Background: an optimization exercise with open tools, aiming at small area and a short achievable clock period. Do not read the settings as production practice. RTL that was checked went through simulation tests only; none was proved equivalent to the original. For runs 1 to 3, only the layout was checked, not whether the RTL still works. Power and IR drop assume default switching activity.

==> flow/design.v <==
`default_nettype none
package playfield_pkg;
    localparam int screen_width = 640;
    localparam int upper_bound  = 20;
    localparam int lower_bound  = 460;
    localparam int x_bits = 10;
    localparam int y_bits = 9;
    localparam logic [x_bits-1:0] x_offscreen = x_bits'(700);
    localparam logic [y_bits-1:0] y_offscreen = y_bits'(500);
    localparam int score_bits = 14;
    localparam logic [score_bits-1:0] score_max = score_bits'(9999);
    localparam logic [1:0] mode_idle = 2'd0;
    localparam logic [1:0] mode_run  = 2'd1;
endpackage
`default_nettype wire
`default_nettype none
package spawn_pkg;
    typedef union packed {
        struct packed {
            logic [7:0] placement;
            logic [7:0] gap;
            logic [7:0] height;
            logic [7:0] width;
        } byte_view;
        struct packed {
            logic [1:0]  zone;
            logic [5:0]  offset;
            logic [23:0] size_bytes;
        } edge_view;
    } spawn_rand_u;
    localparam logic [1:0] zone_upper = 2'd0;
    localparam logic [1:0] zone_lower = 2'd1;
    localparam logic [31:0] lfsr_seed = 32'h1d87_2b41;
    localparam logic [31:0] lfsr_taps = 32'h8020_0003;
    localparam int min_width  = 20;
    localparam int max_width  = 80;
    localparam int min_height = 20;
    localparam int max_height = 150;
    localparam int min_gap    = 80;
    localparam int max_gap    = 180;
    localparam int gap_bits   = 8;
    localparam int edge_zone = 60;
endpackage
`default_nettype wire
`default_nettype none
module spawn_rng (
    input  logic                              clk,
    input  logic                              rst_n,
    output logic [1:0]                        right_lo,
    output logic [7:0]                        right_hi,    
    output logic [playfield_pkg::y_bits-1:0]  top,
    output logic [playfield_pkg::y_bits-1:0]  bottom,
    output logic [5:0]                        wait_steps
);
    logic [31:0] lfsr;
    logic [31:0] lfsr_next;
    logic [5:0]  width_rem;
    logic [5:0]  n_width_rem;
    logic [8:0]  n_top;
    logic [8:0]  n_bottom;
    logic [5:0]  n_wait;
    assign lfsr_next = {lfsr[30:0], ^(lfsr & spawn_pkg::lfsr_taps)};
    spawn_shaper shaper_next (
        .rand_word  (lfsr_next),
        .width_rem  (n_width_rem),
        .top        (n_top),
        .bottom     (n_bottom),
        .wait_steps (n_wait)
    );
    assign right_lo = width_rem[1:0];
    assign right_hi = 8'd165 + 8'(width_rem[5:2]);
    always_ff @(posedge clk or negedge rst_n) begin
        if (!rst_n) begin
            lfsr <= spawn_pkg::lfsr_seed;
        end else begin
            lfsr <= lfsr_next;
        end
    end
    always_ff @(posedge clk) begin
        width_rem  <= n_width_rem;
        top        <= n_top;
        bottom     <= n_bottom;
        wait_steps <= n_wait;
    end
endmodule
`default_nettype wire
`default_nettype none
module spawn_shaper (
    input  spawn_pkg::spawn_rand_u                  rand_word,
    output logic [5:0]                              width_rem,   
    output logic [playfield_pkg::y_bits-1:0]        top,
    output logic [playfield_pkg::y_bits-1:0]        bottom,
    output logic [5:0]                              wait_steps   
);
    logic [7:0] b0, b1, b2, b3;
    logic [6:0] t0;      
    logic [7:0] t2;      
    logic [5:0] m0;      
    logic [7:0] m1;      
    logic [6:0] m2;      
    logic [5:0] eo;      
    logic [1:0] zone;
    assign b0 = rand_word.byte_view.width;
    assign b1 = rand_word.byte_view.height;
    assign b2 = rand_word.byte_view.gap;
    assign b3 = rand_word.byte_view.placement;
    assign zone = rand_word.edge_view.zone;
    assign t0 = 7'(b0[5:0]) + 7'(3 * b0[7:6]);
    assign t2 = 8'(b2[6:0]) + (b2[7] ? 8'd27 : 8'd0);
    assign m0 = (t0 >= 7'd61) ? 6'(t0 - 7'd61) : 6'(t0);
    assign m1 = (b1 >= 8'd131) ? b1 - 8'd131 : b1;
    assign m2 = (t2 >= 8'd101) ? 7'(t2 - 8'd101) : 7'(t2);
    assign eo = (b3[5:0] >= 6'd60) ? b3[5:0] - 6'd60 : b3[5:0];
    assign width_rem  = m0;
    assign wait_steps = 6'd20 + 6'((m2 + 7'd3) >> 2);
    logic [7:0] v;
    logic [8:0] a;
    assign v = zone[1] ? b3 : {2'b00, eo};
    assign a = 9'(m1) + 9'(v);
    always_comb begin
        if (zone == spawn_pkg::zone_lower) begin
            top    = 9'd440 - a;
            bottom = 9'd460 - 9'(v);
        end else begin
            top    = 9'd20 + 9'(v);
            bottom = 9'd40 + a;
        end
    end
endmodule
`default_nettype wire
`default_nettype none
module obstacle_slots #(
    parameter int NUM_OBSTACLES = 10
) (
    input  logic                                                   clk,
    input  logic                                                   rst_n,
    input  logic                                                   clear,
    input  logic                                                   advance,
    input  logic [NUM_OBSTACLES-1:0]                               pick,
    input  logic [1:0]                                             right_lo,
    input  logic [7:0]                                             right_hi,
    input  logic [playfield_pkg::y_bits-1:0]                       top,
    input  logic [playfield_pkg::y_bits-1:0]                       bottom,
    output logic [NUM_OBSTACLES-1:0]                               active,
    output logic                                                   retire,
    output logic [NUM_OBSTACLES-1:0][playfield_pkg::x_bits-1:0]    box_left,
    output logic [NUM_OBSTACLES-1:0][playfield_pkg::x_bits-1:0]    box_right,
    output logic [NUM_OBSTACLES-1:0][playfield_pkg::y_bits-1:0]    box_top,
    output logic [NUM_OBSTACLES-1:0][playfield_pkg::y_bits-1:0]    box_bottom
);
    localparam int y_w = playfield_pkg::y_bits;
    logic [NUM_OBSTACLES-1:0] visible;
    logic [NUM_OBSTACLES-1:0] hidden;    
    logic [NUM_OBSTACLES-1:0] at_zero;
    logic [7:0]               left_n  [NUM_OBSTACLES];
    logic [7:0]               right_n [NUM_OBSTACLES];
    logic [1:0]               rlo_n   [NUM_OBSTACLES];
    logic [y_w-1:0]           top_n   [NUM_OBSTACLES];
    logic [y_w-1:0]           bot_n   [NUM_OBSTACLES];
    always_comb begin
        for (int i = 0; i < NUM_OBSTACLES; i++) begin
            at_zero[i] = (left_n[i] == 8'hff);
        end
    end
    assign retire = |(active & at_zero);
    always_ff @(posedge clk or negedge rst_n) begin
        if (!rst_n) begin
            active  <= '0;
            visible <= '0;
            hidden  <= '1;
        end else if (clear) begin
            active  <= '0;
            visible <= '0;
            hidden  <= '1;
        end else if (advance) begin
            active  <= pick | (active & ~at_zero);
            visible <= active & ~at_zero;
            hidden  <= ~active | at_zero;
        end
    end
    always_ff @(posedge clk) begin
        for (int i = 0; i < NUM_OBSTACLES; i++) begin
            if (advance) begin
                left_n[i]  <= pick[i] ? ~8'd160   : left_n[i] + 8'd1;
                right_n[i] <= pick[i] ? ~right_hi : right_n[i] + 8'd1;
            end
            if (advance && pick[i]) begin
                rlo_n[i] <= ~right_lo;
                top_n[i] <= ~top;
                bot_n[i] <= ~bottom;
            end
        end
    end
    function automatic logic [9:0] show(input logic [9:0] edge_n, input logic [9:0] sentinel,
                                        input logic vis, input logic hid);
        for (int b = 0; b < 10; b++) begin
            show[b] = sentinel[b] ? ~(vis & edge_n[b]) : ~(hid | edge_n[b]);
        end
    endfunction
    always_comb begin
        for (int i = 0; i < NUM_OBSTACLES; i++) begin
            box_left[i]   = show({left_n[i], 2'b11}, 10'(playfield_pkg::x_offscreen),
                                 visible[i], hidden[i]);
            box_right[i]  = show({right_n[i], rlo_n[i]}, 10'(playfield_pkg::x_offscreen),
                                 visible[i], hidden[i]);
            box_top[i]    = y_w'(show(10'(top_n[i]), 10'(playfield_pkg::y_offscreen),
                                      visible[i], hidden[i]));
            box_bottom[i] = y_w'(show(10'(bot_n[i]), 10'(playfield_pkg::y_offscreen),
                                      visible[i], hidden[i]));
        end
    end
endmodule
`default_nettype wire
`default_nettype none
module obstacle_ctrl #(
    parameter int NUM_OBSTACLES = 10
) (
    input  logic                                   clk,
    input  logic                                   rst_n,
    input  logic [1:0]                             gamemode,
    input  logic [NUM_OBSTACLES-1:0]               active,
    input  logic                                   retire,
    input  logic [5:0]                             wait_steps,
    output logic                                   clear,
    output logic                                   advance,
    output logic [NUM_OBSTACLES-1:0]               pick,
    output logic [playfield_pkg::score_bits-1:0]   score
);
    logic [5:0]               steps;
    logic                     ready;
    assign clear   = (gamemode == playfield_pkg::mode_idle);
    assign advance = (gamemode == playfield_pkg::mode_run);
    assign ready   = (steps == 6'd0);
    always_comb begin
        logic lower_busy;
        lower_busy = ready;
        for (int i = 0; i < NUM_OBSTACLES; i++) begin
            pick[i]    = lower_busy && !active[i];
            lower_busy = lower_busy && active[i];
        end
    end
    logic [5:0]                              steps_run;
    logic [playfield_pkg::score_bits-1:0]    score_run;
    always_comb begin
        if (!ready) begin
            steps_run = steps - 6'd1;
        end else if (|pick) begin
            steps_run = wait_steps;
        end else begin
            steps_run = 6'd0;
        end
    end
    assign score_run = (retire && (score != playfield_pkg::score_max)) ? score + 1'b1 : score;
    always_ff @(posedge clk or negedge rst_n) begin
        if (!rst_n) begin
            steps <= 6'd20;
            score <= '0;
        end else if (clear) begin
            steps <= 6'd20;
            score <= '0;
        end else if (advance) begin
            steps <= steps_run;
            score <= score_run;
        end
    end
endmodule
`default_nettype wire
`default_nettype none
module obstacle_field #(
    parameter int NUM_OBSTACLES = 10,
    parameter int SCROLL_SPEED  = 4
) (
    input  logic                                                   clk,
    input  logic                                                   rst_n,
    input  logic [1:0]                                             gamemode,
    output logic [playfield_pkg::score_bits-1:0]                   score,
    output logic [NUM_OBSTACLES-1:0][playfield_pkg::x_bits-1:0]    box_left,
    output logic [NUM_OBSTACLES-1:0][playfield_pkg::x_bits-1:0]    box_right,
    output logic [NUM_OBSTACLES-1:0][playfield_pkg::y_bits-1:0]    box_top,
    output logic [NUM_OBSTACLES-1:0][playfield_pkg::y_bits-1:0]    box_bottom
);
    localparam int life_frames  = playfield_pkg::screen_width / SCROLL_SPEED + 1;
    localparam int min_interval = spawn_pkg::min_gap / SCROLL_SPEED + 1;
    localparam int max_on       = (life_frames + min_interval - 1) / min_interval;
    localparam int NUM_USED     = (max_on < NUM_OBSTACLES) ? max_on : NUM_OBSTACLES;
    logic [1:0]                       right_lo;
    logic [7:0]                       right_hi;
    logic [playfield_pkg::y_bits-1:0] top;
    logic [playfield_pkg::y_bits-1:0] bottom;
    logic [5:0]                       wait_steps;
    logic                             clear;
    logic                             advance;
    logic                             retire;
    logic [NUM_USED-1:0]              active;
    logic [NUM_USED-1:0]              pick;
    spawn_rng spawn_rng_inst (
        .clk        (clk),
        .rst_n      (rst_n),
        .right_lo   (right_lo),
        .right_hi   (right_hi),
        .top        (top),
        .bottom     (bottom),
        .wait_steps (wait_steps)
    );
    obstacle_ctrl #(
        .NUM_OBSTACLES (NUM_USED)
    ) obstacle_ctrl_inst (
        .clk        (clk),
        .rst_n      (rst_n),
        .gamemode   (gamemode),
        .active     (active),
        .retire     (retire),
        .wait_steps (wait_steps),
        .clear      (clear),
        .advance    (advance),
        .pick       (pick),
        .score      (score)
    );
    obstacle_slots #(
        .NUM_OBSTACLES (NUM_USED)
    ) obstacle_slots_inst (
        .clk        (clk),
        .rst_n      (rst_n),
        .clear      (clear),
        .advance    (advance),
        .pick       (pick),
        .right_lo   (right_lo),
        .right_hi   (right_hi),
        .top        (top),
        .bottom     (bottom),
        .active     (active),
        .retire     (retire),
        .box_left   (box_left[NUM_USED-1:0]),
        .box_right  (box_right[NUM_USED-1:0]),
        .box_top    (box_top[NUM_USED-1:0]),
        .box_bottom (box_bottom[NUM_USED-1:0])
    );
    for (genvar i = NUM_USED; i < NUM_OBSTACLES; i++) begin : g_never_used
        assign box_left[i]   = playfield_pkg::x_offscreen;
        assign box_right[i]  = playfield_pkg::x_offscreen;
        assign box_top[i]    = playfield_pkg::y_offscreen;
        assign box_bottom[i] = playfield_pkg::y_offscreen;
    end
endmodule
`default_nettype wire
==> flow/flow/run.sh <==
#!/bin/bash
# Standard layout, with the smallest buffer on every port and timing repair
# aiming at a shorter period than the constraint asks.
set -euo pipefail
export BUFFER_PORTS_ARGS="-buffer_cell sky130_fd_sc_hd__buf_1"
export SETUP_SLACK_MARGIN=8.8
bash standard.sh > standard.log 2>&1
==> flow/standard.sh <==
#!/bin/bash
# synth_recipe.tcl (not shown) runs the flow's synth.tcl, then flattens the netlist and writes it again
# the make line also repeats each setting of config.mk as NAME=value (left out here)
make -C /OpenROAD-flow-scripts/flow DESIGN_CONFIG=/design/flow/config.mk WORK_HOME=/design/flow/orfs CLKGATE_MAP_FILE= SYNTH_SCRIPT=/design/flow/synth_recipe.tcl "${@:-finish}"
==> flow/config.mk <==
export PLATFORM = sky130hd
export DESIGN_NAME = obstacle_field
export DESIGN_NICKNAME = obstacle_field
export VERILOG_FILES = /design/flow/design.v
export SDC_FILE = /design/flow/constraint.sdc
export NUM_CORES = 4
export LEC_CHECK = 0
export CAP_MARGIN = 20
export CORE_MARGIN = 2
export CORE_UTILIZATION = 60
export CTS_BUF_LIST = sky130_fd_sc_hd__clkbuf_8
export CTS_CLUSTER_DIAMETER = 60
export CTS_CLUSTER_SIZE = 20
export SLEW_MARGIN = 20
==> flow/constraint.sdc <==
create_clock -name core_clock -period 13.0 [get_ports {clk}]
set_input_delay 2.6000 -clock core_clock [delete_from_list [all_inputs] [get_ports {clk}]]
set_output_delay 2.6000 -clock core_clock [all_outputs]
set_load 0.01 [all_outputs]
==> metrics.md, run 1 <==
| Metric | Value |
|---|---|
| Status | complete, no violations |
| # nets final | 2062 |
| Die Area | 32400 sq um |
| Overall routed net length | 46.2 mm |
| Routed Antenna Nets | 0 |
| Clk buf depth | 3 |
| Yosys top cell area share | 46.5% |
| Commonest non-fill, non-tap cell in the layout | nand2_1 |
| Fin crit share | 32.5% |
| Vias per cell | 5.50 |
| Post-route minimum period | 4.22 ns |
| DRT iter0 DRCs | 1000 |
| Worst IR Drop VDD | 0.0718 mV |
| Row count | 64 |
| Mapped Cells | 1714 |
| Critical path class | flop to output port |
| Post-CTS Hold Buffers | 0 |
| Worst EP arrival | 1.62 ns |
| Fraction of registers with async set or reset after synthesis | 19.3% |
| Buf+Inv Stages, Crit Path | 1 |
| Worst slew pin tran | 1.08 ns |
| Synth area leader | edfxtp_1 |
| Syn Area/Cell | 10.8 sq um |
| Clock share of power | 33.7% |
| P_sw | 0.537 mW |
| Die extent in y | 180 um |
| Largest delay contributor family on the critical path | flip-flops |
| Most frequent cells in the layout | 334 x nand2_1, 297 x buf_1, 288 x edfxtp_1, 206 x nor2_1, 92 x conb_1 |
| Critical path data required time | 10.40 ns |
| Final core utilization | 67.8% |
| Slew Limit Fails | 0 |
| Reg clk slew, reported paths | 0.11 ns |
| Setup tns final | 0 ns |
| Unrepaired setup endpoints after global routing | true |
| Startpoint Class | flop |
| Seq pwr share | 61.9% |
| Fillers | 2481 |
| Sequential area share after synthesis | 60.1% |
| Highest Clock Rate | 237 MHz |
| Number of diodes | 0 |
| CTS tree | done |
| TritonCTS Buffers | 31 |
| Die width | 180 um |
| Starting Density | 60.8% |
| Largest net degree at the start of global routing | 138 |
| Max cap viols | 0 |
| Synth warnings | 9 |
| Io pins | 398 |
| GRT overflow | 0 |
| GR Util All Layers | 27.6% |
| Worst path cell trace | nor2_1, buf_1 |
| Core box area | 30600 sq um |
| Pwr dens | 109 nW/um^2 |
| Multi-input logic area | 6720 sq um |
| Hold/Removal Path Class | flop to flop |
| Synth Flop Type | edfxtp_1 |
| Yosys cell types | 73 |
| # setup viols final | 0 |
| First-pass GRT wire length | 70.0 mm |
| Vias in the first global route | 12260 |
| Share of cells above drive strength 1 | 7.64% |
| Wire per inst | 19.1 um |
| Root buf cell | clkbuf_8 |
| Pleak | 7.86 nW |
| Critical Path End Type | output port |
| Area grow syn2layout | 11.5% |
| Crit-path slowest cell | dfstp_4 |
| Synth Cell Area | 18600 sq um |
| CP max stage delay | 0.73 ns |
| Rel. slew slack | 27.3% |
| Num Clock Sinks | 394 |
| Initial antenna violation count | 0 |
| Post-synth EDFFs | 288 |
| HPWL Detailed | 32.9 mm |
| TritonRoute pass-1 iters | 5 |
| Register area | 11200 sq um |
| Critical-path maximum fanout | 13 |
| #FFs+latches synth | 394 |
| GPL Wtd Cong | 0.903 |
| Final hold vios | 0 |
| Htree depth | 1 |
| Count of port buffers added during placement | 305 |
| Sw frac | 23.7% |
| DR vias | 13333 |
| Drc violations | 0 |
| Combinational share of power | 4.5% |
| Clock Latency Late Sink | 0.63 ns |
| Worst Skew | 0.0383 ns |
| Area contributors post-synth | edfxtp_1 47%, dfrtp_1 7.0%, nand2_1 6.7% |
| Internal power | 1.73 mW |
[cell usage after synthesis (6+ instances only)]
master    instances
buf_4            92
a211o_1           6
nor2b_1           7
ha_1             47
a31oi_1           6
edfxtp_1        288
inv_1            55
a21o_1           10
nand2b_1         11
clkbuf_1         60
or3_1            10
dfrtp_1          52
a21oi_1          58
nor4_1            6
nand2_1         334
nand3_1          56
and3_1           21
dfstp_2          24
dfxtp_1          30
nor2_1          215
nor3_1           26
o21ai_0          62
nand4_1          10
xnor2_1          70
xor2_1           71
[worst reg2reg max path, cell delays in order, from the launching register on]
cell and delay [ns]:
dfrtp_1 0.45, nor3_1 0.32, nand3_1 0.58, nor2_1 0.48, nand2_1 0.20, or3_1 0.63, nor2_2 0.91
[registers in the layout, indices dropped and copies added, names as in the netlist]
register                     flops
spawn_rng_inst.lfsr             32
spawn_rng_inst.width_rem         6
obstacle_slots_inst.left_n      64
spawn_rng_inst.bottom            9
obstacle_slots_inst.top_n       72
obstacle_slots_inst.right_n     64
obstacle_slots_inst.visible      8
spawn_rng_inst.wait_steps        6
obstacle_ctrl_inst.score        14
obstacle_slots_inst.rlo_n       16
obstacle_slots_inst.active       8
obstacle_ctrl_inst.steps         6
obstacle_slots_inst.bot_n       72
spawn_rng_inst.top               9
obstacle_slots_inst.hidden       8
[path summary, 6_finish.rpt]
kind / slack [ns] / from / depth (start not counted) / endpoint
max in group asynchronous: 10.24 / rst_n / 3 / obstacle_slots_inst.hidden[1]
hold / removal: 0.39 / spawn_rng_inst.lfsr[16] / 0 / spawn_rng_inst.lfsr[17]
min in group asynchronous: 2.08 / rst_n / 2 / spawn_rng_inst.lfsr[25]
hold reg to reg: 0.39 / spawn_rng_inst.lfsr[16] / 0 / spawn_rng_inst.lfsr[17]
setup / recovery: 8.78 / obstacle_slots_inst.hidden[7] / 2 / box_bottom[64]
setup reg to reg: 9.05 / obstacle_ctrl_inst.steps[3] / 6 / obstacle_slots_inst.rlo_n[5][1]
[metal layers]
layer | vias to the layer above | track usage (%) | part of all wire (%)
met4 | 0 | 12.0 | 4.1
met1 | 6418 | 37.4 | 41
li1 | 6260 | - | -
met5 | - | 0 | 0
met3 | 106 | 4.55 | 7.7
met2 | 549 | 44.6 | 47
[layout make-up]
| type | count | area share, % |
|---|---|---|
| sequential | 394 | 54.1 |
| multi-input combinational | 1201 | 32.4 |
| timing repair buffer | 323 | 6.53 |
| tap | 396 | 2.39 |
| clock buffer | 34 | 2.26 |
| clock inverter | 22 | 1.21 |
| inverter | 56 | 1.07 |
[stage by stage]
stage	worst slack, ns	area (sq um)	total power [mW]	cells	hold WS (ns)
after floorplan	8.67	19000	1.52	1804	0.349
after global placement	8.26	19800	1.52	2360	0.367
after detailed placement	8.21	19800	1.53	2361	0.373
after CTS	8.75	20600	2.27	2423	0.394
after global routing	8.73	20700	2.34	2426	0.393
final	8.78	20700	2.27	2426	0.389
[logic make-up (layout without fill, tap and decap cells)]
| group | after synthesis | count (layout) | share of synthesized area, % |
|---|---|---|---|
| adder cells (fa/ha/maj) | 51 | 51 | 3.59 |
| flip-flops | 394 | 394 | 60.1 |
| buffers and inverters | 209 | 435 | 6.08 |
| multiplexers | 5 | 5 | 0.296 |
| AO/OA/AOI/OAI | 192 | 192 | 6.63 |
| other | 2 | 92 | 0.0404 |
| AND/OR/NAND/NOR | 718 | 718 | 16.4 |
| XOR/XNOR | 143 | 143 | 6.82 |
[power groups by stage]
stage | Sequential [mW] | Clock (mW) | Combinational, mW
finish | 1.40 | 0.763 | 0.101
global route | 1.40 | 0.820 | 0.114
global placement | 1.43 | 0 | 0.0964
detailed placement | 1.43 | 0 | 0.0992
CTS | 1.40 | 0.774 | 0.0998
floorplan | 1.42 | 0 | 0.100
[timing repair]
item | 4_1_cts | 5_1_grt
buffers inserted | 6 | 2
endpoints found under the setup margin | 270 | 136
resized for setup | 22 | 16
==> inputs of run 2 (changes only) <==
--- a/flow/config.mk
+++ b/flow/config.mk
@@ -8,7 +8,7 @@
 export CAP_MARGIN = 20
 export CORE_MARGIN = 2
 export CORE_UTILIZATION = 60
-export CTS_BUF_LIST = sky130_fd_sc_hd__clkbuf_8
-export CTS_CLUSTER_DIAMETER = 60
-export CTS_CLUSTER_SIZE = 20
+export CTS_BUF_LIST = sky130_fd_sc_hd__clkbuf_16
+export CTS_CLUSTER_DIAMETER = 80
+export CTS_CLUSTER_SIZE = 30
 export SLEW_MARGIN = 20
==> run 2 against run 1 <==
Compared with the run above: critical path depth stayed put; maximum frequency is 1.4% higher; sequential share of layout area is 0.68 points higher; combinational power hardly changed; first-iteration DRC count is 8.6% higher; setup slack better by 0.056 ns; synthesized cell count stayed put; critical endpoint is now box_top[55].
==> metrics.md, run 2 <==
| Metric | Value |
|---|---|
| Status | complete, no violations |
| #FFs+latches synth | 394 |
| Post-synth EDFFs | 288 |
| TritonRoute pass-1 iters | 7 |
| Seq pwr share | 64.3% |
| Die Area | 32400 sq um |
| DR top layer | met4 |
| Critical path data required time | 10.40 ns |
| Count of port buffers added during placement | 305 |
| Worst Skew | 0.0189 ns |
| # Post-CTS Setup Buffers | 0 |
| # nets final | 2042 |
| Sw frac | 22.6% |
| Row count | 64 |
| Area contributors post-synth | edfxtp_1 47%, dfrtp_1 7.0%, nand2_1 6.7% |
| Hold/Removal Path Class | flop to flop |
| Yosys cell types | 73 |
| Design area | 20500 sq um |
| Sequential area share after synthesis | 60.1% |
| Worst EP arrival | 1.57 ns |
| Dpl cells | 2361 |
| Drc violations | 0 |
| Critical path class | flop to output port |
| Number of diodes | 0 |
| Critical Path End Type | output port |
| Regs by FF count | obstacle_slots_inst.bot_n (72), obstacle_slots_inst.top_n (72) |
| Internal power | 1.69 mW |
| GPL Wtd Cong | 0.903 |
| GR Util All Layers | 27.5% |
| Syn Area/Cell | 10.8 sq um |
| Io pins | 398 |
| Worst slew pin tran | 1.06 ns |
| Unrepaired setup endpoints after global routing | false |
| Pleak | 7.71 nW |
| Die extent in y | 180 um |
| Placed inst area | 19800 sq um |
| Reg clk slew, reported paths | 0.11 ns |
| Vias per cell | 5.51 |
| Synth Cell Area | 18600 sq um |
| Setup tns final | 0 ns |
| Rel. slew slack | 29.0% |
| Area grow syn2layout | 10.1% |
| TritonCTS Buffers | 18 |
| Clock share of power | 31.1% |
| Worst IR Drop VDD | 0.0750 mV |
| Starting Density | 60.8% |
| Final core utilization | 67.0% |
| HPWL Detailed | 32.9 mm |
| Commonest non-fill, non-tap cell in the layout | nand2_1 |
| Share of cells above drive strength 1 | 5.65% |
| Max cap viols | 0 |
| Root buf cell | clkbuf_16 |
| Die width | 180 um |
| Most common cell in the netlist | nand2_1 |
| Overall routed net length | 45.8 mm |
| CTS tree | done |
| Clock Latency Late Sink | 0.54 ns |
| Pwr dens | 106 nW/um^2 |
| DR vias | 13204 |
| DRT iter0 DRCs | 1086 |
| # setup viols final | 0 |
| Post-route minimum period | 4.17 ns |
| WL met2 | 21.5 mm |
| Largest net degree at the start of global routing | 138 |
| Clk buf depth | 3 |
| PnR worst setup slack | 8.83 ns |
| Synth top cells by count | 334 x nand2_1, 288 x edfxtp_1, 215 x nor2_1 |
| GRT overflow | 0 |
| Htree depth | 1 |
| Vias in the first global route | 12074 |
| Met3 WL | 3.40 mm |
| Highest Clock Rate | 240 MHz |
| Combinational share of power | 4.6% |
| Num Clock Sinks | 394 |
| Met1 Wirelength | 18.9 mm |
| Final hold vios | 0 |
| Flop2flop setup slack | 9.08 ns |
| Critical-path maximum fanout | 13 |
| First-pass GRT wire length | 69.4 mm |
| Core box area | 30600 sq um |
| CP max stage delay | 0.73 ns |
| P_sw | 0.493 mW |
| Startpoint Class | flop |
| Initial antenna violation count | 0 |
| Fraction of registers with async set or reset after synthesis | 19.3% |
| Synth area leader | edfxtp_1 |
| Fin crit share | 32.0% |
| Final Non-Filler Cells | 2395 |
| Worst path cell trace | nor2_1, buf_1 |
| Yosys top cell area share | 46.5% |
| Pre-CTS WS | 8.21 ns |
| Mapped Cells | 1714 |
| Synth Flop Type | edfxtp_1 |
| Crit-path slowest cell | dfstp_2 |
| Synth warnings | 9 |
| Slew Limit Fails | 0 |
| Routed Antenna Nets | 0 |
| Wire per inst | 19.1 um |
| Most frequent cells in the layout | 334 x nand2_1, 304 x buf_1, 288 x edfxtp_1, 208 x nor2_1, 92 x conb_1 |
## run 2: cell counts after synthesis
No cell type changed its count.
## run 2: stage by stage
step | hold slack (ns) | power, mW
6_report | 0.395 | 2.18
5_1_grt | 0.402 | 2.25
3_5_place_dp | 0.373 | 1.53
4_1_cts | 0.397 | 2.19
3_3_place_gp | 0.367 | 1.52
2_1_floorplan | 0.349 | 1.52
## run 2: cells by family after synthesis
family | count (synthesis) | synth area share, %
compound gates | 192 | 6.63
mux | 5 | 0.296
fa+ha+maj | 51 | 3.59
simple gates | 718 | 16.4
flops | 394 | 60.1
other cells | 2 | 0.0404
xor+xnor | 143 | 6.82
buf+inv | 209 | 6.08
## run 2: layout make-up
type                            instances  area (sq um)
Timing Repair Buffer                  316          1250
Clock buffer                           19           475
Sequential cell                       394         11200
Clock inverter                         13          92.6
Multi-Input combinational cell       1201          6710
Inverter                               56           236
Tap cell                              396           495
Fill cell                            2477         10100
## run 2: critical path: cells and delay by family (launching register included)
kind | cells | cell delay, ns
DFF | 1 | 0.73
and+or+nand+nor | 1 | 0.15
buffers and inverters | 1 | 0.15
## run 2: per-layer routing
metal,up-vias,track usage (%)
met5,-,0
met4,0,11.5
met3,102,4.37
met2,538,44.5
met1,6354,37.4
li1,6210,-
## run 2: power groups by stage
| stage | clock network [mW] | logic [mW] | registers, mW |
|---|---|---|---|
| 2_1_floorplan | 0 | 0.100 | 1.42 |
| 3_3_place_gp | 0 | 0.0964 | 1.43 |
| 3_5_place_dp | 0 | 0.0992 | 1.43 |
| 4_1_cts | 0.689 | 0.100 | 1.40 |
| 5_1_grt | 0.729 | 0.114 | 1.40 |
| 6_report | 0.677 | 0.101 | 1.40 |
## run 2: repair_timing
action | in CTS | in global routing
setup endpoints to repair | 200 | 87
gates resized for setup | 10 | 14
hold buffers | 0 | 0
pin swaps | 0 | 0
hold endpoints to repair | 0 | 0
## run 2: worst paths after layout
| path | startpoint | end | depth (start not counted) |
|---|---|---|---|
| worst min register to register | spawn_rng_inst.lfsr[19] | spawn_rng_inst.lfsr[20] | 0 |
| worst max-delay path | obstacle_slots_inst.hidden[6] | box_top[55] | 2 |
| min in group asynchronous | rst_n | spawn_rng_inst.lfsr[25] | 2 |
| worst max register to register | obstacle_ctrl_inst.steps[3] | obstacle_slots_inst.top_n[5][5] | 6 |
| max in group asynchronous | rst_n | obstacle_slots_inst.hidden[6] | 3 |
| worst min-delay path | spawn_rng_inst.lfsr[19] | spawn_rng_inst.lfsr[20] | 0 |
==> inputs of run 3 (changes only) <==
--- a/flow/design.v
+++ b/flow/design.v
@@ -54,18 +54,20 @@
 );
     logic [31:0] lfsr;
     logic [31:0] lfsr_next;
+    logic [7:0]  height_rem;      
+    logic [7:0]  n_height_byte;
+    logic [7:0]  n_height_rem;
     logic [5:0]  width_rem;
-    logic [5:0]  n_width_rem;
-    logic [8:0]  n_top;
-    logic [8:0]  n_bottom;
-    logic [5:0]  n_wait;
     assign lfsr_next = {lfsr[30:0], ^(lfsr & spawn_pkg::lfsr_taps)};
-    spawn_shaper shaper_next (
-        .rand_word  (lfsr_next),
-        .width_rem  (n_width_rem),
-        .top        (n_top),
-        .bottom     (n_bottom),
-        .wait_steps (n_wait)
+    assign n_height_byte = lfsr_next[15:8];
+    assign n_height_rem  = (n_height_byte >= 8'd131) ? n_height_byte - 8'd131 : n_height_byte;
+    spawn_shaper shaper (
+        .rand_word  (lfsr),
+        .height_rem (height_rem),
+        .width_rem  (width_rem),
+        .top        (top),
+        .bottom     (bottom),
+        .wait_steps (wait_steps)
     );
     assign right_lo = width_rem[1:0];
     assign right_hi = 8'd165 + 8'(width_rem[5:2]);
@@ -77,22 +79,20 @@
         end
     end
     always_ff @(posedge clk) begin
-        width_rem  <= n_width_rem;
-        top        <= n_top;
-        bottom     <= n_bottom;
-        wait_steps <= n_wait;
+        height_rem <= n_height_rem;
     end
 endmodule
 `default_nettype wire
 `default_nettype none
 module spawn_shaper (
     input  spawn_pkg::spawn_rand_u                  rand_word,
+    input  logic [7:0]                              height_rem,  
     output logic [5:0]                              width_rem,   
     output logic [playfield_pkg::y_bits-1:0]        top,
     output logic [playfield_pkg::y_bits-1:0]        bottom,
     output logic [5:0]                              wait_steps   
 );
-    logic [7:0] b0, b1, b2, b3;
+    logic [7:0] b0, b2, b3;
     logic [6:0] t0;      
     logic [7:0] t2;      
     logic [5:0] m0;      
@@ -101,14 +101,13 @@
     logic [5:0] eo;      
     logic [1:0] zone;
     assign b0 = rand_word.byte_view.width;
-    assign b1 = rand_word.byte_view.height;
     assign b2 = rand_word.byte_view.gap;
     assign b3 = rand_word.byte_view.placement;
     assign zone = rand_word.edge_view.zone;
     assign t0 = 7'(b0[5:0]) + 7'(3 * b0[7:6]);
     assign t2 = 8'(b2[6:0]) + (b2[7] ? 8'd27 : 8'd0);
     assign m0 = (t0 >= 7'd61) ? 6'(t0 - 7'd61) : 6'(t0);
-    assign m1 = (b1 >= 8'd131) ? b1 - 8'd131 : b1;
+    assign m1 = height_rem;
     assign m2 = (t2 >= 8'd101) ? 7'(t2 - 8'd101) : 7'(t2);
     assign eo = (b3[5:0] >= 6'd60) ? b3[5:0] - 6'd60 : b3[5:0];
     assign width_rem  = m0;
==> run 3 against run 2 <==
Compared with the run above: still clean on timing, DRC and antenna; sequential power is 5% lower; synthesized area is 1.3% lower; final area about the same; clock skew grew 0.0050 ns.
==> metrics.md, run 3 <==
| Metric | Value |
|---|---|
| Status | complete, no violations |
| Pwr dens | 103 nW/um^2 |
| Pleak | 7.22 nW |
| Clk buf depth | 3 |
| Worst Skew | 0.0239 ns |
| Worst EP arrival | 1.59 ns |
| Worst IR Drop VDD | 0.107 mV |
| Max cap viols | 0 |
| Die extent in y | 179 um |
| GPL Wtd Cong | 0.871 |
| # setup viols final | 0 |
| Synth top cells by count | 318 x nand2_1, 288 x edfxtp_1, 215 x nor2_1 |
| HPWL Detailed | 32.5 mm |
| Most common cell in the netlist | nand2_1 |
| Fraction of registers with async set or reset after synthesis | 20.4% |
| Unrepaired setup endpoints after global routing | true |
| Share of cells above drive strength 1 | 7.14% |
| Pre-CTS WS | 7.58 ns |
| Startpoint Class | flop |
| Synth area leader | edfxtp_1 |
| Area grow syn2layout | 11.6% |
| Starting Density | 60.5% |
| GRT overflow | 0 |
| Sequential area share after synthesis | 58.5% |
| Area contributors post-synth | edfxtp_1 47%, dfrtp_1 7.1%, nand2_1 6.5% |
| Synth Flop Type | edfxtp_1 |
| Final Power | 2.12 mW |
| Final Non-Filler Cells | 2371 |
| Fin crit share | 32.2% |
| Count of port buffers added during placement | 305 |
| Initial antenna violation count | 0 |
| Largest net degree at the start of global routing | 138 |
| Num Clock Sinks | 372 |
| Post-route minimum period | 4.19 ns |
| Reg clk slew, reported paths | 0.11 ns |
| Overall routed net length | 46.0 mm |
| DR vias | 13287 |
| Critical Path End Type | output port |
| Dpl cells | 2329 |
| Worst slew pin tran | 1.14 ns |
| Die width | 179 um |
| Clock Latency Late Sink | 0.54 ns |
| Fillers | 2427 |
| Post-synth EDFFs | 288 |
| Synth warnings | 9 |
| DRT iter0 DRCs | 1218 |
| Number of diodes | 0 |
| #FFs+latches synth | 372 |
| Critical path data required time | 10.40 ns |
| Worst hold slack | 0.371 ns |
| FF-to-FF path depth | 11 |
| Commonest non-fill, non-tap cell in the layout | nand2_1 |
| Die Area | 32000 sq um |
| First-pass GRT wire length | 66.9 mm |
| Highest Clock Rate | 239 MHz |
| Slew Limit Fails | 0 |
| Regs by FF count | obstacle_slots_inst.bot_n (72), obstacle_slots_inst.top_n (72) |
| Row count | 64 |
| Most frequent cells in the layout | 318 x nand2_1, 303 x buf_1, 288 x edfxtp_1, 205 x nor2_1, 92 x conb_1 |
| Drc violations | 0 |
| Htree depth | 1 |
| Final core utilization | 67.5% |
| Core box area | 30300 sq um |
| Syn Area/Cell | 10.9 sq um |
| # nets final | 2018 |
| Rel. slew slack | 23.8% |
| Hold/Removal Path Class | flop to flop |
| Yosys top cell area share | 47.1% |
| Mapped Cells | 1683 |
| Critical path class | flop to output port |
| GR Util All Layers | 27.7% |
| PnR worst setup slack | 8.81 ns |
| Wire per inst | 19.4 um |
| Placed inst area | 19500 sq um |
| Critical-path maximum fanout | 13 |
| TritonCTS Buffers | 18 |
| CTS tree | done |
| Yosys cell types | 81 |
| Io pins | 398 |
| Design area | 20500 sq um |
| Synth Cell Area | 18400 sq um |
| Vias in the first global route | 11731 |
| Setup tns final | 0 ns |
| Vias per cell | 5.60 |
| Hold path depth | 0 |
| Routed Antenna Nets | 0 |
| Final hold vios | 0 |
| TritonRoute pass-1 iters | 5 |
| Root buf cell | clkbuf_16 |
run 3: changes by cell type after synthesis, moves of 12 or more:
cell     previous run  this run
a21oi_1            58        44
dfxtp_1            30         8
inv_1              55        38
nand2_1           334       318
nor3_1             26        14
o21ai_0            62        48
xnor2_1            70        90
xor2_1             71        55
run 3: metal layers:
metal / wire length (um) / GRT usage [%] / vias up / share of wire (%)
li1: - / - / 6165 / -
met1: 19600 / 39.6 / 6481 / 43
met2: 21500 / 43.8 / 553 / 47
met3: 3340 / 3.80 / 88 / 7.3
met4: 1510 / 9.72 / 0 / 3.3
met5: 0 / 0 / - / 0
run 3: cells by family after synthesis:
| group | share of synthesized area (%) |
|---|---|
| and+or+nand+nor | 17.2 |
| muxes | 0.777 |
| AOI/OAI and AO/OA | 6.90 |
| xor gates and xnor gates | 7.10 |
| DFF | 58.5 |
| other | 0.0409 |
| adders and majority gates | 3.64 |
| buffers and inverters | 5.85 |
run 3: area by class of cell:
cell class	instances	area, sq um	share of cell area (%)
Clock inverter	12	106	0.519
Inverter	39	173	0.843
Timing Repair Buffer	324	1340	6.52
Sequential cell	372	10800	52.7
Clock buffer	20	500	2.44
Tap cell	396	495	2.42
Multi-Input combinational cell	1208	7070	34.5
run 3: power by group:
group	internal (mW)	switching, mW	total, mW
combinational	0.0331	0.0618	0.0950
sequential	1.30	0.0271	1.33
clock	0.295	0.397	0.692
run 3: repair_timing:
action,CTS,global route
gates resized for setup,30,16
endpoints found under the hold margin,0,0
buffers inserted,0,9
hold buffers,0,0
endpoints found under the setup margin,564,103
pin swaps,2,3
run 3: worst max-delay path, stage by stage, from the launching register on:
cell and delay (ns):
dfstp_4 0.56, nor2_1 0.29, buf_1 0.20
run 3: final timing paths:
path,from,endpoint,slack [ns]
min in group asynchronous,rst_n,obstacle_ctrl_inst.score[9],2.05
hold reg to reg,spawn_rng_inst.lfsr[15],spawn_rng_inst.lfsr[16],0.37
max in group asynchronous,rst_n,obstacle_slots_inst.hidden[5],10.32
hold / removal,spawn_rng_inst.lfsr[15],spawn_rng_inst.lfsr[16],0.37
setup reg to reg,spawn_rng_inst.lfsr[26],obstacle_slots_inst.top_n[3][8],8.96
setup / recovery,obstacle_slots_inst.hidden[4],box_right[41],8.81
==> inputs of run 4 (changes only) <==
--- a/flow/design.v
+++ b/flow/design.v
@@ -183,7 +183,7 @@
                 left_n[i]  <= pick[i] ? ~8'd160   : left_n[i] + 8'd1;
                 right_n[i] <= pick[i] ? ~right_hi : right_n[i] + 8'd1;
             end
-            if (advance && pick[i]) begin
+            if (pick[i]) begin
                 rlo_n[i] <= ~right_lo;
                 top_n[i] <= ~top;
                 bot_n[i] <= ~bottom;
--- a/flow/config.mk
+++ b/flow/config.mk
@@ -7,7 +7,7 @@
 export LEC_CHECK = 0
 export CAP_MARGIN = 20
 export CORE_MARGIN = 2
-export CORE_UTILIZATION = 60
+export CORE_UTILIZATION = 75
 export CTS_BUF_LIST = sky130_fd_sc_hd__clkbuf_16
 export CTS_CLUSTER_DIAMETER = 80
 export CTS_CLUSTER_SIZE = 30
==> run 4 against run 3 <==
Compared with the run above: sequential power barely moved; count of clock-buffer cells in the layout shrank 2; clock power is 8.8% lower; sequential share of layout area up 0.23 points; global-route usage up 7.0 points; largest cell class unchanged; critical endpoint is now obstacle_slots_inst.right_n[5][3]; routed wire length grew 1.8%; utilization up 17 points; non-clock buffer count rose by 11.
==> metrics.md, run 4 <==
| Metric | Value |
|---|---|
| Status | complete, no violations |
| Mapped Cells | 1695 |
| Worst hold slack | 0.384 ns |
| # setup viols final | 0 |
| Worst path cell trace | fa_1, ha_2, inv_1, fa_2, and2b_1, o21ai_2, xnor2_2, a31oi_4, buf_4, o41ai_4, buf_4, nand2_1, or3_1, a31oi_1 |
| Most frequent cells in the layout | 335 x nand2_1, 303 x buf_1, 288 x edfxtp_1, 199 x nor2_1, 92 x conb_1 |
| Vias per cell | 6.01 |
| Critical path class | flop to flop |
| Io pins | 398 |
| Design area | 20400 sq um |
| Regs by FF count | obstacle_slots_inst.bot_n (72), obstacle_slots_inst.top_n (72) |
| Crit-path slowest cell | fa_1 |
| Hold/Removal Path Class | flop to flop |
| GR Util All Layers | 34.7% |
| Syn Area/Cell | 10.8 sq um |
| Fraction of registers with async set or reset after synthesis | 20.4% |
| Final hold vios | 0 |
| Yosys cell types | 74 |
| Starting Density | 75.9% |
| Largest net degree at the start of global routing | 89 |
| Count of port buffers added during placement | 305 |
| Wire per inst | 20.2 um |
| Post-route minimum period | 4.23 ns |
| Slew Limit Fails | 0 |
| Worst EP arrival | 4.62 ns |
| Final core utilization | 84.2% |
| Post-CTS Hold Buffers | 0 |
| # nets final | 2040 |
| Drc violations | 0 |
| Commonest non-fill, non-tap cell in the layout | nand2_1 |
| Synth top cells by count | 335 x nand2_1, 288 x edfxtp_1, 201 x nor2_1 |
| Num Clock Sinks | 372 |
| Yosys top cell area share | 47.1% |
| Synth area leader | edfxtp_1 |
| Initial antenna violation count | 0 |
| #FFs+latches synth | 372 |
| Reg clk slew, reported paths | 0.12 ns |
| Unrepaired setup endpoints after global routing | false |
| Buf+Inv Stages, Crit Path | 3 |
| Startpoint Class | flop |
| CP max stage delay | 0.57 ns |
| Synth warnings | 9 |
| Internal power | 1.60 mW |
| Area contributors post-synth | edfxtp_1 47%, dfrtp_1 7.1%, nand2_1 6.9% |
| Fin crit share | 32.6% |
| DRT iter0 DRCs | 1682 |
| Die Area | 25700 sq um |
| Sequential area share after synthesis | 58.5% |
| Pwr dens | 101 nW/um^2 |
| Area grow syn2layout | 11.0% |
| Die extent in y | 160 um |
| Seq pwr share | 64.7% |
| Worst IR Drop VDD | 0.128 mV |
| Synth Flop Type | edfxtp_1 |
| Sw frac | 22.4% |
| Post-synth EDFFs | 288 |
| Combinational share of power | 4.8% |
| Placed inst area | 19400 sq um |
| Synth Cell Area | 18300 sq um |
| Vias in the first global route | 12672 |
| Critical Path End Type | flop |
| Worst slew pin tran | 1.10 ns |
| Cell mode on critical path | buf_4 |
| First-pass GRT wire length | 69.4 mm |
| Overall routed net length | 46.8 mm |
| Critical-path maximum fanout | 6 |
| GPL Wtd Cong | 0.888 |
| Clock share of power | 30.6% |
| Critical path data required time | 13.39 ns |
| Die width | 160 um |
| Clk buf depth | 3 |
| Row count | 57 |
| Clock Latency Late Sink | 0.53 ns |
| Final Power | 2.07 mW |
| Max cap viols | 0 |
| Root buf cell | clkbuf_16 |
| Worst Skew | 0.0439 ns |
| Pleak | 7.81 nW |
| GRT overflow | 0 |
| Largest delay contributor family on the critical path | adder cells |
| Rel. slew slack | 26.5% |
| Share of cells above drive strength 1 | 6.57% |
| TritonRoute pass-1 iters | 6 |
| P_sw | 0.462 mW |
| Fillers | 1368 |
| Core box area | 24200 sq um |
| Highest Clock Rate | 236 MHz |
| Routed Antenna Nets | 0 |
| Number of diodes | 0 |
| Most common cell in the netlist | nand2_1 |
| DR vias | 13932 |
| Htree depth | 1 |
| TritonCTS Buffers | 17 |
| Setup tns final | 0 ns |
| CTS tree | done |
| HPWL Detailed | 31.5 mm |
==> run 4: cell types whose count changed after synthesis, moves of 7 or more <==
cell,delta
nand2_1,+17
xor2_1,+10
mux2i_1,+8
o22ai_1,+14
inv_1,+8
and3_1,-7
a211o_1,-8
nor2_1,-14
xnor2_1,-15
a21oi_1,-8
nand4_1,+12
a32o_1,+7
clkinv_1,+8
==> run 4: per-layer routing <==
metal | part of all wire (%) | vias to the layer above | routed length, um | track usage [%]
li1 | - | 6255 | - | -
met1 | 38 | 6720 | 17600 | 48.6
met2 | 50 | 833 | 23200 | 57.6
met3 | 9.2 | 124 | 4330 | 4.13
met4 | 3.5 | 0 | 1630 | 11.6
met5 | 0 | - | 0 | 0
==> run 4: area by class of cell <==
class / instances / area, sq um / share of cell area [%]
clock buffer: 18 / 450 / 2.21
multi-input combinational: 1203 / 6970 / 34.2
clock inverter: 11 / 82.6 / 0.405
sequential: 372 / 10800 / 53.0
tap: 324 / 405 / 1.99
timing repair buffer: 335 / 1450 / 7.13
inverter: 56 / 218 / 1.07
==> run 4: path summary, 6_finish.rpt <==
kind | from | endpoint | slack [ns] | cells after the start
worst max-delay path | spawn_rng_inst.lfsr[7] | obstacle_slots_inst.right_n[5][3] | 8.77 | 14
max in group asynchronous | rst_n | obstacle_slots_inst.hidden[6] | 10.44 | 2
min in group asynchronous | rst_n | spawn_rng_inst.lfsr[31] | 1.93 | 1
worst min-delay path | spawn_rng_inst.lfsr[15] | spawn_rng_inst.lfsr[16] | 0.38 | 0
worst max register to register | spawn_rng_inst.lfsr[7] | obstacle_slots_inst.right_n[5][3] | 8.77 | 14
worst min register to register | spawn_rng_inst.lfsr[15] | spawn_rng_inst.lfsr[16] | 0.38 | 0
==> run 4: worst reg2reg max path, cell delays in order (launching register included) <==
cell	delay (ns)
dfrtp_2	0.45
fa_1	0.58
ha_2	0.20
inv_1	0.06
fa_2	0.39
and2b_1	0.23
o21ai_2	0.07
xnor2_2	0.35
a31oi_4	0.18
buf_4	0.19
o41ai_4	0.51
buf_4	0.23
nand2_1	0.08
or3_1	0.41
a31oi_1	0.17
==> run 4: power groups by stage <==
stage	Combinational, mW	Sequential (mW)	Clock [mW]
after floorplan	0.0947	1.35	0
after global placement	0.0898	1.36	0
after detailed placement	0.0938	1.36	0
after CTS	0.0955	1.33	0.629
after global routing	0.111	1.34	0.667
final	0.0986	1.34	0.631
==> run 4: repair_timing <==
item	CTS	global route
endpoints found under the setup margin	323	193
resized for setup	31	26
pin swaps	2	15
buffers inserted	4	13
==> run 4: cell families (layout without fill, tap and decap cells) <==
kind of cell,after synthesis,after routing,share of synthesized area [%]
buf+inv,210,420,6.21
other cells,2,92,0.0409
mux,22,22,1.21
xor+xnor,143,143,6.95
simple gates,710,710,16.7
compound gates,185,185,6.75
fa+ha+maj,51,51,3.64
flops,372,372,58.5
==> run 4: through the flow <==
step	setup WS, ns	std cells
final	8.77	2319
after global routing	8.68	2319
after CTS	8.76	2304
after detailed placement	7.51	2271
after global placement	7.54	2271
after floorplan	8.81	1785
==> inputs of run 5 (changes only) <==
--- a/flow/config.mk
+++ b/flow/config.mk
@@ -7,7 +7,7 @@
 export LEC_CHECK = 0
 export CAP_MARGIN = 20
 export CORE_MARGIN = 2
-export CORE_UTILIZATION = 75
+export CORE_UTILIZATION = 50
 export CTS_BUF_LIST = sky130_fd_sc_hd__clkbuf_16
 export CTS_CLUSTER_DIAMETER = 80
 export CTS_CLUSTER_SIZE = 30
==> run 5 against run 4 <==
Compared with the run above: utilization is 27 points lower; routed wire length grew 0.56%; maximum frequency up 1.4%; global-route usage decreased by 11 points; final cell count rose by 6.6%; setup slack improved by 0.060 ns; sequential power about the same; power grew 5.8%; via count down 4.6%; final area rose by 2.3%; synthesized area unchanged; register-to-register slack improved by 0.18 ns; critical endpoint is now box_right[55]; highest routed layer unchanged.
==> metrics.md, run 5 <==
| Metric | Value |
|---|---|
| Critical-path maximum fanout | 25 |
| Core box area | 36300 sq um |
| Synth top cells by count | 335 x nand2_1, 288 x edfxtp_1, 201 x nor2_1 |
| Htree depth | 1 |
| Worst slew pin tran | 1.12 ns |
| Io pins | 398 |
| HPWL Detailed | 33.1 mm |
| Critical path class | flop to output port |
| Max cap viols | 0 |
| TritonRoute pass-1 iters | 9 |
| First-pass GRT wire length | 70.9 mm |
| Sequential area share after synthesis | 58.5% |
| Worst Skew | 0.0226 ns |
| Area contributors post-synth | edfxtp_1 47%, dfrtp_1 7.1%, nand2_1 6.9% |
| Commonest non-fill, non-tap cell in the layout | nand2_1 |
| Drc violations | 0 |
| GR Util All Layers | 24.0% |
| Fillers | 3213 |
| Post-route minimum period | 4.17 ns |
| Pwr dens | 105 nW/um^2 |
| Post-synth EDFFs | 288 |
| Mapped Cells | 1695 |
| Clock Latency Late Sink | 0.54 ns |
| Hold/Removal Path Class | flop to flop |
| Starting Density | 50.5% |
| Syn Area/Cell | 10.8 sq um |
| Synth Cell Area | 18300 sq um |
| # nets final | 2046 |
| Die extent in y | 196 um |
| Fraction of registers with async set or reset after synthesis | 20.4% |
| Slew Limit Fails | 0 |
| Reg clk slew, reported paths | 0.11 ns |
| Pleak | 7.93 nW |
| Worst hold slack | 0.349 ns |
| Largest net degree at the start of global routing | 86 |
| CTS tree | done |
| Synth warnings | 9 |
| Synth Flop Type | edfxtp_1 |
| Row count | 70 |
| Die Area | 38200 sq um |
| Initial antenna violation count | 1 |
| Worst EP arrival | 1.57 ns |
| Setup tns final | 0 ns |
| Yosys top cell area share | 47.1% |
| Routed Antenna Nets | 0 |
| Clk buf depth | 3 |
| Wire per inst | 19.0 um |
| Worst IR Drop VDD | 0.0879 mV |
| Final hold vios | 0 |
| Number of diodes | 0 |
| Share of cells above drive strength 1 | 7.28% |
| Yosys cell types | 74 |
| Fin crit share | 32.1% |
| Clock share of power | 34.5% |
| Rel. slew slack | 24.9% |
| Unrepaired setup endpoints after global routing | true |
| Critical path data required time | 10.40 ns |
| Count of port buffers added during placement | 305 |
| Area grow syn2layout | 13.5% |
| # setup viols final | 0 |
| Vias per cell | 5.38 |
| Overall routed net length | 47.1 mm |
| Highest Clock Rate | 240 MHz |
| Startpoint Class | flop |
| Critical Path End Type | output port |
| Status | complete, no violations |
| GPL Wtd Cong | 0.825 |
| Most common cell in the netlist | nand2_1 |
| Sw frac | 23.3% |
| DR vias | 13298 |
| Root buf cell | clkbuf_16 |
| Vias in the first global route | 12252 |
| #FFs+latches synth | 372 |
| TritonCTS Buffers | 20 |
| Most frequent cells in the layout | 335 x nand2_1, 304 x buf_1, 288 x edfxtp_1, 199 x nor2_1, 92 x conb_1 |
| DRT iter0 DRCs | 1042 |
| Die width | 196 um |
| Seq pwr share | 61.1% |
| Synth area leader | edfxtp_1 |
| Num Clock Sinks | 372 |
| P_sw | 0.510 mW |
| GRT overflow | 0 |
| Internal power | 1.68 mW |
| Regs by FF count | obstacle_slots_inst.bot_n (72), obstacle_slots_inst.top_n (72) |
| Combinational share of power | 4.4% |
-- run 5: cell counts after synthesis --
No cell type changed its count.
-- run 5: repair_timing --
action	CTS	global route
pin swaps	4	9
setup buffers	7	8
hold endpoints to repair	0	0
hold buffers	0	0
resized for setup	41	22
endpoints found under the setup margin	350	234
-- run 5: final timing paths --
| path | start | end | slack [ns] | cells past startpoint |
|---|---|---|---|---|
| max | obstacle_slots_inst.visible[5] | box_right[55] | 8.83 | 2 |
| min | spawn_rng_inst.lfsr[15] | spawn_rng_inst.lfsr[16] | 0.35 | 0 |
| max reg2reg | spawn_rng_inst.lfsr[1] | obstacle_slots_inst.right_n[0][4] | 8.95 | 15 |
| min reg2reg | spawn_rng_inst.lfsr[15] | spawn_rng_inst.lfsr[16] | 0.35 | 0 |
| max in group asynchronous | rst_n | obstacle_slots_inst.visible[3] | 10.22 | 2 |
| min in group asynchronous | rst_n | spawn_rng_inst.lfsr[29] | 2.16 | 2 |
-- run 5: critical path, cell delays in order, from the launching register on --
cell and delay, ns:
dfrtp_4 0.64, nand2_1 0.13, buf_1 0.26
-- run 5: power groups by stage --
stage / registers, mW / logic (mW) / clock network [mW]
3_5_place_dp: 1.36 / 0.0950 / 0
5_1_grt: 1.34 / 0.111 / 0.808
2_1_floorplan: 1.35 / 0.0947 / 0
6_report: 1.33 / 0.0973 / 0.754
4_1_cts: 1.33 / 0.0961 / 0.770
3_3_place_gp: 1.36 / 0.0926 / 0
-- run 5: cells by family after synthesis --
logic type | synth area share [%]
other cells | 0.0409
flops | 58.5
mux | 1.21
fa+ha+maj | 3.64
buf+inv | 6.21
compound gates | 6.75
simple gates | 16.7
xor+xnor | 6.95
-- run 5: metal layers --
| metal | global-route usage (%) | up-vias | wire [um] |
|---|---|---|---|
| li1 | - | 6285 | - |
| met3 | 2.63 | 65 | 2640 |
| met4 | 6.62 | 0 | 1160 |
| met1 | 34.8 | 6482 | 21300 |
| met2 | 38.5 | 466 | 22000 |
| met5 | 0 | - | 0 |
-- run 5: final cells by class --
cell class	count	area [sq um]	share of cell area, %
Clock buffer	21	526	2.52
Clock inverter	15	174	0.835
Inverter	56	223	1.07
Multi-Input combinational cell	1203	7020	33.7
Sequential cell	372	10800	51.8
Tap cell	468	586	2.81
Timing Repair Buffer	338	1500	7.19
-- run 5: through the flow --
stage | utilization [%] | power [mW] | instances | setup slack, ns | area, sq um
finish | 57.3 | 2.19 | 2473 | 8.83 | 20800
global route | 57.3 | 2.26 | 2473 | 8.77 | 20800
CTS | 56.6 | 2.20 | 2463 | 8.80 | 20600
detailed placement | 54.1 | 1.46 | 2420 | 7.68 | 19600
global placement | 54.0 | 1.45 | 2419 | 7.68 | 19600
floorplan | - | 1.45 | 1785 | 8.81 | 18700
==> inputs of run 6 (changes only) <==
--- a/flow/config.mk
+++ b/flow/config.mk
@@ -7,7 +7,7 @@
 export LEC_CHECK = 0
 export CAP_MARGIN = 20
 export CORE_MARGIN = 2
-export CORE_UTILIZATION = 50
+export CORE_UTILIZATION = 60
 export CTS_BUF_LIST = sky130_fd_sc_hd__clkbuf_16
 export CTS_CLUSTER_DIAMETER = 80
 export CTS_CLUSTER_SIZE = 30
==> run 6 against run 5 <==
Compared with the run above: clock skew increased by 0.0081 ns; hold slack better by 0.016 ns; routed wire length down 4.3%; global-route usage increased by 3.3 points; setup slack improved by 0.023 ns; synthesized area did not move; maximum frequency grew 0.55%; utilization up 10 points; largest power group unchanged.
==> metrics.md, run 6 <==
| Metric | Value |
|---|---|
| Status | complete, no violations |
| Met3 Track Usage GR | 2.69% |
| Io pins | 398 |
| Pwr dens | 101 nW/um^2 |
| Most frequent cells in the layout | 335 x nand2_1, 303 x buf_1, 288 x edfxtp_1, 199 x nor2_1, 92 x conb_1 |
| Regs by FF count | obstacle_slots_inst.bot_n (72), obstacle_slots_inst.top_n (72) |
| TritonCTS Buffers | 17 |
| Setup tns final | 0 ns |
| Design area | 20400 sq um |
| Vias in the first global route | 11716 |
| Area grow syn2layout | 11.4% |
| Highest Clock Rate | 241 MHz |
| Drc violations | 0 |
| Worst EP arrival | 1.55 ns |
| Flop2flop setup slack | 8.98 ns |
| Vias per cell | 5.58 |
| Combinational share of power | 4.7% |
| Worst path cell trace | nor2_1, buf_1 |
| Routed Antenna Nets | 0 |
| Worst IR Drop VDD | 0.108 mV |
| Count of port buffers added during placement | 305 |
| Most common cell in the netlist | nand2_1 |
| CTS tree | done |
| Crit-path slowest cell | dfstp_2 |
| DRT iter0 DRCs | 1200 |
| Core box area | 30300 sq um |
| Die extent in y | 179 um |
| #FFs+latches synth | 372 |
| Overall routed net length | 45.0 mm |
| Area contributors post-synth | edfxtp_1 47%, dfrtp_1 7.1%, nand2_1 6.9% |
| Synth warnings | 9 |
| Placed inst area | 19500 sq um |
| Commonest non-fill, non-tap cell in the layout | nand2_1 |
| Row count | 64 |
| Wire per inst | 18.8 um |
| Critical path class | flop to output port |
| Fin crit share | 31.9% |
| Yosys top cell area share | 47.1% |
| Critical Path End Type | output port |
| Synth Cell Area | 18300 sq um |
| Critical-path maximum fanout | 13 |
| First-pass GRT wire length | 66.3 mm |
| Yosys cell types | 74 |
| # setup viols final | 0 |
| Initial antenna violation count | 1 |
| Synth top cells by count | 335 x nand2_1, 288 x edfxtp_1, 201 x nor2_1 |
| Clock share of power | 30.6% |
| Num Clock Sinks | 372 |
| Die Area | 32000 sq um |
| Clock Latency Late Sink | 0.54 ns |
| Final hold vios | 0 |
| Met2 Use GR | 43.8% |
| Max cap viols | 0 |
| Post-synth EDFFs | 288 |
| Pleak | 7.81 nW |
| Synth Flop Type | edfxtp_1 |
| Startpoint Class | flop |
| Syn Area/Cell | 10.8 sq um |
| TritonRoute pass-1 iters | 5 |
| Clk buf depth | 3 |
| Critical path data required time | 10.40 ns |
| # nets final | 2041 |
| Gr busiest metal | met2 |
| Htree depth | 1 |
| Rel. slew slack | 35.0% |
| Worst slew pin tran | 0.976 ns |
| Slew Limit Fails | 0 |
| Mapped Cells | 1695 |
| Fraction of registers with async set or reset after synthesis | 20.4% |
| Post-route minimum period | 4.15 ns |
| Worst Skew | 0.0307 ns |
| P_sw | 0.472 mW |
| GR Util All Layers | 27.2% |
| Met1 GRT Util | 39.7% |
| Synth area leader | edfxtp_1 |
| Hold/Removal Path Class | flop to flop |
| Seq pwr share | 64.7% |
| Root buf cell | clkbuf_16 |
| Sequential area share after synthesis | 58.5% |
| Largest net degree at the start of global routing | 91 |
| Internal power | 1.59 mW |
| Reg clk slew, reported paths | 0.12 ns |
| GRT overflow | 0 |
| HPWL Detailed | 31.5 mm |
| CP max stage delay | 0.76 ns |
| Share of cells above drive strength 1 | 6.61% |
| Number of diodes | 0 |
| GPL Wtd Cong | 0.869 |
| Sw frac | 22.9% |
| Unrepaired setup endpoints after global routing | false |
| Starting Density | 60.5% |
| DR vias | 13354 |
| Die width | 179 um |
## run 6: power by group through the flow
stage / sequential, mW / clock (mW) / combinational (mW)
floorplan: 1.35 / 0 / 0.0947
global placement: 1.36 / 0 / 0.0918
detailed placement: 1.36 / 0 / 0.0944
CTS: 1.33 / 0.643 / 0.0957
global route: 1.34 / 0.680 / 0.112
finish: 1.34 / 0.632 / 0.0972
## run 6: kinds of logic (layout without fill, tap and decap cells)
family          Yosys count  in the layout  synth area share (%)
fa+ha+maj                51             51                  3.64
simple gates            710            710                  16.7
flops                   372            372                  58.5
compound gates          185            185                  6.75
buf+inv                 210            422                  6.21
xor+xnor                143            143                  6.95
mux                      22             22                  1.21
other cells               2             92                0.0409
## run 6: layout make-up
type                            count  area, sq um
Sequential cell                   372        10800
Fill cell                        2440         9900
Multi-Input combinational cell   1203         6980
Timing Repair Buffer              336         1450
Tap cell                          396          495
Clock buffer                       17          425
Inverter                           56          218
Clock inverter                     13         90.1
## run 6: critical path: cells and delay by family (launching register included)
| kind | cells | cell delay (ns) |
|---|---|---|
| flops | 1 | 0.76 |
| buf+inv | 1 | 0.16 |
| simple gates | 1 | 0.11 |
## run 6: stage by stage
| step | std cells | power (mW) | hold slack (ns) | util, % | setup slack (ns) |
|---|---|---|---|---|---|
| 2_1_floorplan | 1785 | 1.45 | 0.333 | - | 8.81 |
| 3_3_place_gp | 2348 | 1.45 | 0.363 | 64.3 | 7.37 |
| 3_5_place_dp | 2348 | 1.46 | 0.364 | 64.3 | 7.35 |
| 4_1_cts | 2382 | 2.07 | 0.367 | 66.7 | 8.80 |
| 5_1_grt | 2393 | 2.13 | 0.366 | 67.4 | 8.79 |
| 6_report | 2393 | 2.06 | 0.365 | 67.4 | 8.85 |
## run 6: worst paths after layout
kind	start	end	cells past startpoint
max	obstacle_slots_inst.hidden[2]	box_top[21]	2
min	spawn_rng_inst.lfsr[17]	spawn_rng_inst.lfsr[18]	0
max reg2reg	spawn_rng_inst.lfsr[7]	obstacle_slots_inst.right_n[2][1]	13
min reg2reg	spawn_rng_inst.lfsr[17]	spawn_rng_inst.lfsr[18]	0
max in group asynchronous	rst_n	obstacle_slots_inst.visible[7]	2
min in group asynchronous	rst_n	spawn_rng_inst.lfsr[31]	2
## run 6: per-layer routing
layer  part of all wire, %  vias to the layer above
li1                      -                     6248
met3                   6.4                       72
met5                     0                        -
met2                    48                      483
met1                    43                     6551
met4                   2.9                        0
## run 6: repair_timing
item,CTS,global route
pin swaps,2,8
endpoints found under the setup margin,329,189
hold buffers,0,0
gates resized for setup,38,15
setup buffers,4,9
==> inputs of run 7 (changes only) <==
==> flow/flow/run.sh (replaced) <==
#!/bin/bash
# Standard layout, with the smallest buffer on every port and timing repair
# aiming at a shorter period than the constraint asks.
set -euo pipefail
export BUFFER_PORTS_ARGS="-buffer_cell sky130_fd_sc_hd__buf_1"
export SETUP_SLACK_MARGIN=8.9
bash standard.sh > standard.log 2>&1
==> run 7 against run 6 <==
Compared with the run above: clock skew down 0.00069 ns; register-to-register slack hardly changed; non-clock buffer count increased by 25; combinational power grew 6%; hold slack better by 0.023 ns; power grew 0.37%; utilization is 3.3 points higher; synthesized area stayed put; die area did not move; via count up 1.3%; final cell count increased by 1.1%; critical path depth up 1.
==> metrics.md, run 7 <==
| Metric | Value |
|---|---|
| Critical path class | flop to output port |
| Startpoint Class | flop |
| Most common cell in the netlist | nand2_1 |
| Dpl cells | 2348 |
| Die width | 179 um |
| Yosys top cell area share | 47.1% |
| Area contributors post-synth | edfxtp_1 47%, dfrtp_1 7.1%, nand2_1 6.9% |
| Synth Flop Type | edfxtp_1 |
| Row count | 64 |
| Pre-CTS WS | 7.17 ns |
| Sequential area share after synthesis | 58.5% |
| Root buf cell | clkbuf_16 |
| Worst Skew | 0.0300 ns |
| Capturing point of the worst reg2reg path | obstacle_slots_inst.right_n[6][4] |
| Count of port buffers added during placement | 305 |
| PnR worst setup slack | 8.85 ns |
| GR Util All Layers | 28.1% |
| Largest net degree at the start of global routing | 84 |
| Post-synthesis adder-cell area fraction | 3.64% |
| Crit-path slowest cell | dfstp_4 |
| Largest family of logic cells by synthesized area | simple AND/OR/NAND/NOR gates |
| R2R Path Start | spawn_rng_inst.lfsr[7] |
| CTS tree | done |
| Post-route minimum period | 4.15 ns |
| Routed Antenna Nets | 0 |
| Die Area | 32000 sq um |
| DR vias | 13527 |
| Critical path data required time | 10.40 ns |
| Synth top cells by count | 335 x nand2_1, 288 x edfxtp_1, 201 x nor2_1 |
| Synth area leader | edfxtp_1 |
| Fraction of registers with async set or reset after synthesis | 20.4% |
| First-pass GRT wire length | 68.6 mm |
| Initial antenna violation count | 2 |
| Fin crit share | 31.9% |
| Share of cells above drive strength 1 | 12.9% |
| # setup viols final | 0 |
| Drc violations | 0 |
| Reg clk slew, reported paths | 0.12 ns |
| Unrepaired setup endpoints after global routing | true |
| Mapped Cells | 1695 |
| Vias in the first global route | 11998 |
| Flop2flop setup slack | 8.99 ns |
| Status | complete, no violations |
| Hold/Removal Path Class | flop to flop |
| Synth Cell Area | 18300 sq um |
| Worst IR Drop VDD | 0.127 mV |
| XOR/XNOR Fraction of Synth Area | 6.95% |
| Highest Clock Rate | 241 MHz |
| Rel. slew slack | 34.4% |
| Hold path depth | 0 |
| Multi-input logic area | 7230 sq um |
| Synth Area in Simple Gates | 16.7% |
| Largest delay contributor family on the critical path | flip-flops |
| Final hold vios | 0 |
| Overall routed net length | 47.7 mm |
| Commonest non-fill, non-tap cell in the layout | nand2_1 |
| Starting Density | 60.5% |
| Synth Area in Compound Gates | 6.75% |
| Critical-path maximum fanout | 6 |
| Pwr dens | 96.6 nW/um^2 |
| Worst path cell trace | buf_12, nor2_4, buf_6 |
| Clock Latency Late Sink | 0.54 ns |
| Post-synth EDFFs | 288 |
| Final Power | 2.07 mW |
| Vias per cell | 5.59 |
| Yosys cell types | 74 |
| Register area | 10800 sq um |
| # nets final | 2067 |
| Hold EP | spawn_rng_inst.lfsr[28] |
| Core box area | 30300 sq um |
| Critical Path End Type | output port |
## run 7: cell counts after synthesis
No cell type changed its count.
## run 7: report_power, final
group | switching (mW) | internal [mW] | leakage, nW
clock | 0.381 | 0.252 | 0.278
sequential | 0.0280 | 1.31 | 3.98
combinational | 0.0665 | 0.0362 | 4.05
## run 7: metrics by stage
| step | area, sq um | utilization, % | hold WS, ns |
|---|---|---|---|
| after global routing | 21400 | 70.6 | 0.396 |
| after detailed placement | 19500 | 64.3 | 0.339 |
| after global placement | 19500 | 64.3 | 0.344 |
| after floorplan | 18700 | - | 0.333 |
| final | 21400 | 70.6 | 0.388 |
| after CTS | 20600 | 67.8 | 0.389 |
## run 7: cells by family after synthesis
logic type,Yosys count
buf+inv,210
mux,22
other cells,2
simple gates,710
compound gates,185
xor+xnor,143
fa+ha+maj,51
flops,372
## run 7: routing by layer
metal	global-route usage, %	share of wire [%]	vias up
met3	3.12	7.1	66
met4	7.96	2.7	0
met1	41.2	43	6545
li1	-	-	6312
met5	0	0	-
met2	44.7	47	604
## run 7: layout make-up
type	count	area share, %
antenna	1	0.0117
clock buffer	17	1.98
inverter	56	1.11
timing repair inverter	1	0.0408
tap	396	2.31
multi-input combinational	1203	33.7
clock inverter	13	0.449
timing repair buffer	361	9.98
sequential	372	50.4
## run 7: timing repair
item	CTS	global route
pin swaps	6	21
gates resized for setup	85	192
setup buffers	17	18
endpoints found under the setup margin	410	262
cloned	1	2
hold buffers	0	0
## run 7: worst max-delay path by stage
stage	start	end	slack, ns	cells after the start
final	obstacle_slots_inst.hidden[5]	box_left[58]	8.85	3
after global routing	obstacle_slots_inst.hidden[5]	box_left[58]	8.83	3
after CTS	obstacle_slots_inst.hidden[5]	box_right[56]	8.82	3
after detailed placement	gamemode[0]	obstacle_slots_inst.active[5]	7.17	6
after global placement	gamemode[0]	obstacle_ctrl_inst.steps[5]	7.33	8
after floorplan	gamemode[1]	obstacle_slots_inst.visible[4]	8.95	5
## run 7: worst reg2reg max path: stages (launching register included)
cell	delay [ns]
dfrtp_2	0.45
fa_1	0.55
ha_2	0.18
inv_1	0.06
fa_2	0.38
and2b_1	0.22
o21ai_2	0.06
xnor2_2	0.33
a31oi_4	0.20
o31a_1	0.35
or2_4	0.26
inv_1	0.11
ha_4	0.15
inv_4	0.05
a21oi_4	0.17
buf_12	0.15
o21ai_0	0.08

## separate check: timing with driven ports
How much do the figures lean on ideal ports? The routed layouts below were timed once more, with nothing changed but the port constraints.
Step 1 assumes that a clkbuf_16 drives the clock port and a buf_2 every other input.
Step 2 times the ports against the registers' clock, not the clock port: input delays grow and output delays shrink by t, the midpoint of the rising clock arrivals with the driver on.
Slacks: no drivers / after step 1 / after step 2; pairs: no drivers / after step 1.
| run | shift t [ns] | setup slack, ns |
|---|---|---|
| run 1 | 0.656 | 8.779 / 8.732 / 8.405 |
| run 2 | 0.579 | 8.835 / 8.782 / 8.401 |
| run 3 | 0.578 | 8.814 / 8.764 / 8.330 |
| run 4 | 0.554 | 8.766 / 8.766 / 8.437 |
| run 5 | 0.585 | 8.825 / 8.773 / 8.452 |
| run 6 | 0.573 | 8.848 / 8.797 / 8.434 |
| run 7 | 0.577 | 8.855 / 8.804 / 8.455 |
After both steps every run listed still meets setup and hold.
